Background: an optimization exercise with open tools, aiming at small area, a short achievable clock period and few clock cycles per item. Do not read the settings as production practice.
Where RTL was checked, it was by simulation tests only, not by an equivalence proof against the original.
Power figures rest on the tool's default switching activity, not on a simulated workload.

Setup of before:
==> flow/design.v <==
`default_nettype none
package dct_pkg;
    typedef logic signed [7:0]  sample_t;     
    typedef logic signed [15:0] word_t;       
    typedef logic        [8:0]  coeff_t;      
    typedef logic        [2:0]  coeff_sel_t;
    typedef logic        [4:0]  spad_addr_t;  
    typedef logic        [5:0]  step_t;
    typedef logic        [2:0]  bin_t;        
    typedef struct packed {
        logic       wr_from_mul;   
        logic       wr_en;
        logic       wr_out;        
        spad_addr_t wr_addr;
        coeff_sel_t coeff_sel;
        logic       op2_from_mul;
        logic       op1_from_mul;
        logic       neg_op2;
        logic       neg_op1;
        logic       latch_op1;
        logic       rd_spad;       
        spad_addr_t rd_addr;
    } ucode_t;
    typedef struct packed {
        logic  valid;
        bin_t  index;
        word_t data;
    } result_t;
endpackage
`default_nettype wire
`default_nettype none
module loeffler_dct_8 (
    input  wire logic    clock,
    input  wire logic    nreset,
    input  wire dct_pkg::sample_t fetch_data,
    output dct_pkg::bin_t         fetch_addr,
    output dct_pkg::result_t      result,
    output logic         frame_done
);
    logic [8:0] p;
    logic       run;                 
    wire  [8:0] np = nreset ? 9'd1 : {p[7:0], p[8]};
    always_ff @(posedge clock) begin
        p <= np;
        if (nreset)
            run <= 1'b0;
        else if (p[8])
            run <= 1'b1;
    end
    assign frame_done = p[8];
    always_comb begin
        fetch_addr = 3'd5;
        if (p[0]) fetch_addr = 3'd0;
        if (p[1]) fetch_addr = 3'd7;
        if (p[2]) fetch_addr = 3'd3;
        if (p[3]) fetch_addr = 3'd4;
        if (p[4]) fetch_addr = 3'd1;
        if (p[5]) fetch_addr = 3'd6;
        if (p[6]) fetch_addr = 3'd2;
    end
    wire signed [7:0] x = fetch_data;
    logic signed [7:0] h;
    logic signed [8:0] k;
    logic signed [8:0] d;
    logic signed [9:0] ea, eb;
    wire esum = p[4] || p[8];
    wire signed [9:0] u1 = 10'(h) + 10'(x) + (esum ? 10'(k) : 10'sd0);
    wire signed [9:0] u3 = 10'(k) - 10'(h) - 10'(x);
    wire signed [8:0] u2 = 9'(h) - 9'(x);
    always_ff @(posedge clock) begin
        h <= x;                          
        if (p[2] || p[6]) k <= u1[8:0];
        if (p[2] || p[4] || p[6] || p[8]) d <= u2;
        if (esum) begin
            ea <= u1;
            eb <= u3;
        end
    end
    logic signed [8:0] op, ow;           
    logic signed [9:0] o0, o1, o2, o3;
    logic oa, ob, c213, c251, c142, c50, c2x, oxs, oys;
    always_ff @(posedge clock) begin
        oa   <= np[3] || np[5] || np[7] || np[0];
        ob   <= np[4] || np[6] || np[8] || np[1];
        c213 <= np[3] || np[5];
        c251 <= np[7] || np[0];
        c142 <= np[4] || np[6];
        c50  <= np[8] || np[1];
        c2x  <= np[3] || np[5] || np[8] || np[1];
        oxs  <= np[5] || np[0];          
        oys  <= np[6] || np[1];          
    end
    wire signed [18:0] wd = 19'(d);
    wire signed [18:0] oc =
          (ob ? 19'sd255 : 19'sd0)
        + (c2x ? 19'sd1 : 19'sd0)
        + (oxs ? 19'sd1 : 19'sd0);
    wire [18:0] or1 = {19{oa}} & (wd <<< 8);
    wire [18:0] or2 = ({19{c142}} & (wd <<< 7)) | ({19{c2x}} & (wd <<< 5));
    wire [18:0] or3 = ({19{ob}} & (wd <<< 4)) | ({19{c213}} & (wd <<< 3)) | ({19{c251}} & (wd <<< 2));
    wire [18:0] or4 = ({19{c142}} & (wd <<< 1)) | ({19{c2x}} & ~(wd <<< 1));
    wire [18:0] or5 = {19{oa}} & wd;
    wire [18:0] or6 = ({19{oxs}} & ~(19'(ow) <<< 8)) | ({19{oys}} & (19'(op) <<< 8));
    wire signed [18:0] ot =
          $signed(or1) - $signed(or2) - $signed(or3) + $signed(or4) - $signed(or5)
        + $signed(or6) + oc;
    wire signed [9:0] ov = ot[17:8];
    always_ff @(posedge clock) begin
        if (p[3] || p[7]) op <= ov[8:0];
        ow <= ov[8:0];                   
        if (p[5]) o0 <= ov;
        if (p[6]) o3 <= ov;
        if (p[0]) o1 <= ov;
        if (p[1]) o2 <= ov;
    end
    logic signed [8:0]  x91;
    logic signed [9:0]  p139;
    logic signed [10:0] w334;
    logic a91, a139, b91, b334, ea_n, eA, exy, ex2, ey3;
    always_ff @(posedge clock) begin
        a91  <= np[5] || np[0];
        a139 <= np[6] || np[2];
        b91  <= np[1];
        b334 <= np[7] || np[3];
        ea_n <= np[5] || np[0] || np[1];
        eA   <= np[5] || np[0] || np[6] || np[2];
        exy  <= np[0] || np[1];
        ex2  <= np[2];
        ey3  <= np[3];
    end
    wire signed [9:0]  ev = ea_n ? ea : eb;
    wire signed [19:0] we = 20'(ev);
    wire signed [19:0] ec =
          (a91 ? 20'sd3 : 20'sd0)
        + (a139 ? 20'sd2 : 20'sd0)
        + (ex2 ? 20'sd1 : 20'sd0)
        + (b91 ? 20'sd256 : 20'sd0)
        + (b334 ? 20'sd258 : 20'sd0);
    wire [19:0] er1 = ({20{eA}} & (we <<< 7)) | ({20{b91}} & ~(we <<< 7)) | ({20{b334}} & ~(we <<< 8));
    wire [19:0] er2 = ({20{a91}} & ~(we <<< 5)) | ({20{a139}} & (we <<< 4)) |
                      ({20{b91}} & (we <<< 5)) | ({20{b334}} & ~(we <<< 6));
    wire [19:0] er3 = ({20{eA}} & ~(we <<< 2)) | ({20{b91}} & (we <<< 2)) | ({20{b334}} & ~(we <<< 4));
    wire [19:0] er4 = ({20{eA}} & ~we) | ({20{b91}} & we) | ({20{b334}} & (we <<< 1));
    wire [19:0] er5 = ({20{exy}} & (20'(x91) <<< 8)) | ({20{ex2}} & ~(20'(w334) <<< 8)) |
                      ({20{ey3}} & (20'(p139) <<< 8));
    wire signed [19:0] et =
          $signed(er1) + $signed(er2) + $signed(er3) + $signed(er4) + $signed(er5) + ec;
    wire signed [10:0] evr = et[18:8];
    always_ff @(posedge clock) begin
        if (p[5]) x91  <= evr[8:0];
        if (p[6]) p139 <= evr[9:0];
        if (p[7]) w334 <= evr;
    end
    logic signed [10:0] b1, b2;
    wire use0 = p[3] || p[4] || p[5];
    wire use1 = p[2] || p[4] || p[5];
    wire use2 = p[3] || p[4] || p[5];
    wire use3 = p[2] || p[4] || p[5];
    wire neg0 = p[5];
    wire neg1 = p[2];
    wire neg2 = p[3] || p[5];
    wire signed [11:0] qc = (p[2] || p[3]) ? 12'sd1 : p[5] ? 12'sd2 : 12'sd0;
    wire signed [11:0] qs =
          (use0 ? (neg0 ? ~(12'(o0)) : 12'(o0)) : 12'sd0)
        + (use1 ? (neg1 ? ~(12'(o1)) : 12'(o1)) : 12'sd0)
        + (use2 ? (neg2 ? ~(12'(o2)) : 12'(o2)) : 12'sd0)
        + (use3 ? 12'(o3) : 12'sd0)
        + qc;
    always_ff @(posedge clock) begin
        if (p[2]) b1 <= qs[10:0];
        if (p[3]) b2 <= qs[10:0];
    end
    wire signed [10:0] bv = p[6] ? b1 : b2;
    wire signed [19:0] wb = 20'(bv);
    wire signed [19:0] k362 = (wb <<< 8) + (wb <<< 6) + (wb <<< 5) + (wb <<< 3) + (wb <<< 1);
    logic signed [11:0] r;
    logic               rvalid;
    logic [2:0]         ridx;
    always_ff @(posedge clock) begin
        if (p[0] || p[1] || p[2] || p[3])
            r <= 12'(evr);
        else if (p[4] || p[5])
            r <= qs;
        else
            r <= k362[19:8];
        rvalid <= run && !p[8] && !nreset;
        ridx   <= (p[0] ? 3'd0 : 3'd0) | (p[1] ? 3'd4 : 3'd0) | (p[2] ? 3'd2 : 3'd0) |
                  (p[3] ? 3'd6 : 3'd0) | (p[4] ? 3'd1 : 3'd0) | (p[5] ? 3'd7 : 3'd0) |
                  (p[6] ? 3'd3 : 3'd0) | (p[7] ? 3'd5 : 3'd0);
    end
    assign result.valid = rvalid;
    assign result.index = ridx;
    assign result.data  = 16'(r);
endmodule
`default_nettype wire
Settings: LEC_CHECK=0, CAP_MARGIN=20, CORE_MARGIN=2, CORE_UTILIZATION=60, SETUP_SLACK_MARGIN=4.5, SLEW_MARGIN=20, TNS_END_PERCENT=5; clock period 8.5 ns.
run.sh (not shown) runs the stock make flow with config.mk's settings and CLKGATE_MAP_FILE= SYNTH_SCRIPT=/design/flow/synth_recipe.tcl, a recipe that flattens the netlist after the stock synthesis.
Edits applied to the flow inputs when going from before to after:
diff --git a/flow/design.v b/flow/design.v
--- a/flow/design.v
+++ b/flow/design.v
@@ -94,17 +94,16 @@
     wire signed [18:0] oc =
           (ob ? 19'sd255 : 19'sd0)
         + (c2x ? 19'sd1 : 19'sd0)
         + (oxs ? 19'sd1 : 19'sd0);
-    wire [18:0] or1 = {19{oa}} & (wd <<< 8);
-    wire [18:0] or2 = ({19{c142}} & (wd <<< 7)) | ({19{c2x}} & (wd <<< 5));
-    wire [18:0] or3 = ({19{ob}} & (wd <<< 4)) | ({19{c213}} & (wd <<< 3)) | ({19{c251}} & (wd <<< 2));
-    wire [18:0] or4 = ({19{c142}} & (wd <<< 1)) | ({19{c2x}} & ~(wd <<< 1));
-    wire [18:0] or5 = {19{oa}} & wd;
-    wire [18:0] or6 = ({19{oxs}} & ~(19'(ow) <<< 8)) | ({19{oys}} & (19'(op) <<< 8));
     wire signed [18:0] ot =
-          $signed(or1) - $signed(or2) - $signed(or3) + $signed(or4) - $signed(or5)
-        + $signed(or6) + oc;
+          (oa ? (wd <<< 8) : 19'sd0)
+        - (c142 ? (wd <<< 7) : c2x ? (wd <<< 5) : 19'sd0)
+        - (ob ? (wd <<< 4) : c213 ? (wd <<< 3) : c251 ? (wd <<< 2) : 19'sd0)
+        + (c142 ? (wd <<< 1) : c2x ? ~(wd <<< 1) : 19'sd0)
+        - (oa ? wd : 19'sd0)
+        + (oxs ? ~(19'(ow) <<< 8) : oys ? (19'(op) <<< 8) : 19'sd0)
+        + oc;
     wire signed [9:0] ov = ot[17:8];
     always_ff @(posedge clock) begin
         if (p[3] || p[7]) op <= ov[8:0];
         ow <= ov[8:0];                   
@@ -135,17 +134,16 @@
         + (a139 ? 20'sd2 : 20'sd0)
         + (ex2 ? 20'sd1 : 20'sd0)
         + (b91 ? 20'sd256 : 20'sd0)
         + (b334 ? 20'sd258 : 20'sd0);
-    wire [19:0] er1 = ({20{eA}} & (we <<< 7)) | ({20{b91}} & ~(we <<< 7)) | ({20{b334}} & ~(we <<< 8));
-    wire [19:0] er2 = ({20{a91}} & ~(we <<< 5)) | ({20{a139}} & (we <<< 4)) |
-                      ({20{b91}} & (we <<< 5)) | ({20{b334}} & ~(we <<< 6));
-    wire [19:0] er3 = ({20{eA}} & ~(we <<< 2)) | ({20{b91}} & (we <<< 2)) | ({20{b334}} & ~(we <<< 4));
-    wire [19:0] er4 = ({20{eA}} & ~we) | ({20{b91}} & we) | ({20{b334}} & (we <<< 1));
-    wire [19:0] er5 = ({20{exy}} & (20'(x91) <<< 8)) | ({20{ex2}} & ~(20'(w334) <<< 8)) |
-                      ({20{ey3}} & (20'(p139) <<< 8));
     wire signed [19:0] et =
-          $signed(er1) + $signed(er2) + $signed(er3) + $signed(er4) + $signed(er5) + ec;
+          (eA ? (we <<< 7) : b91 ? ~(we <<< 7) : b334 ? ~(we <<< 8) : 20'sd0)
+        + (a91 ? ~(we <<< 5) : a139 ? (we <<< 4) : b91 ? (we <<< 5) : b334 ? ~(we <<< 6) : 20'sd0)
+        + (eA ? ~(we <<< 2) : b91 ? (we <<< 2) : b334 ? ~(we <<< 4) : 20'sd0)
+        + (eA ? ~we : b91 ? we : b334 ? (we <<< 1) : 20'sd0)
+        + (exy ? (20'(x91) <<< 8) : ex2 ? ~(20'(w334) <<< 8) :
+           ey3 ? (20'(p139) <<< 8) : 20'sd0)
+        + ec;
     wire signed [10:0] evr = et[18:8];
     always_ff @(posedge clock) begin
         if (p[5]) x91  <= evr[8:0];
         if (p[6]) p139 <= evr[9:0];
--- outcome ---
Summary — number of multi-input logic gates, after relative to before: higher, by 7.9%.
Delta (after minus before): sequential share of layout area went down, post-synthesis xor/xnor area fraction went down, final standard cell area without fillers went up.
The number of clock buffers in the layout number comes out lower for after vs before.
Worst-case setup margin in the final layout up 0.16 ns in after wrt before
[compare] base=before new=after: via count increased by 391 relative to the old numbers; clock power share decreased by 0.3 points relative to the old numbers.
Relative to before, the leakage component of the power measured on after has increased slightly.
Taking before as the reference, in after shortest clock period the worst path allows after layout has decreased, gate count after technology mapping has increased, worst vdd rail ir drop has increased, power has decreased, global routing usage summed across all routing layers has increased.
Testbench counts of after, summed over its fixed seeds: cycles 3,528, frames 384.
No functional check of the RTL was part of before.

[re-timing with driven ports]
In the flow no input, the clock included, has a driving cell. The finished layouts below were timed again as built, in two steps. Step 1 (the two cells are an assumption about what drives the block):
set clk [get_ports {clock}]
set_driving_cell -lib_cell sky130_fd_sc_hd__clkbuf_16 $clk
set_driving_cell -lib_cell sky130_fd_sc_hd__buf_2 [delete_from_list [all_inputs] $clk]
Step 2 moves the port delays by t, midway between the first and last clock arrival at a register: inputs arrive t later, outputs are due t later. That takes back most of the time a late clock gives input paths. a / b / c = ideal ports / drivers / drivers and shift; a / b = the first two.
| run | t (ns) | setup slack, ns | worst setup path after step 2 | worst slew at a driven data input, ns |
|---|---|---|---|---|
| before | 0.487 | 3.573 / 3.573 / 3.379 | input to register | 0.05 |
| after | 0.477 | 3.731 / 3.731 / 3.571 | input to register | 0.06 |
After both steps every run listed still meets setup and hold. The setup slack of before, which loses most, moves by 0.000 ns with the drivers and by -0.194 ns with both steps.
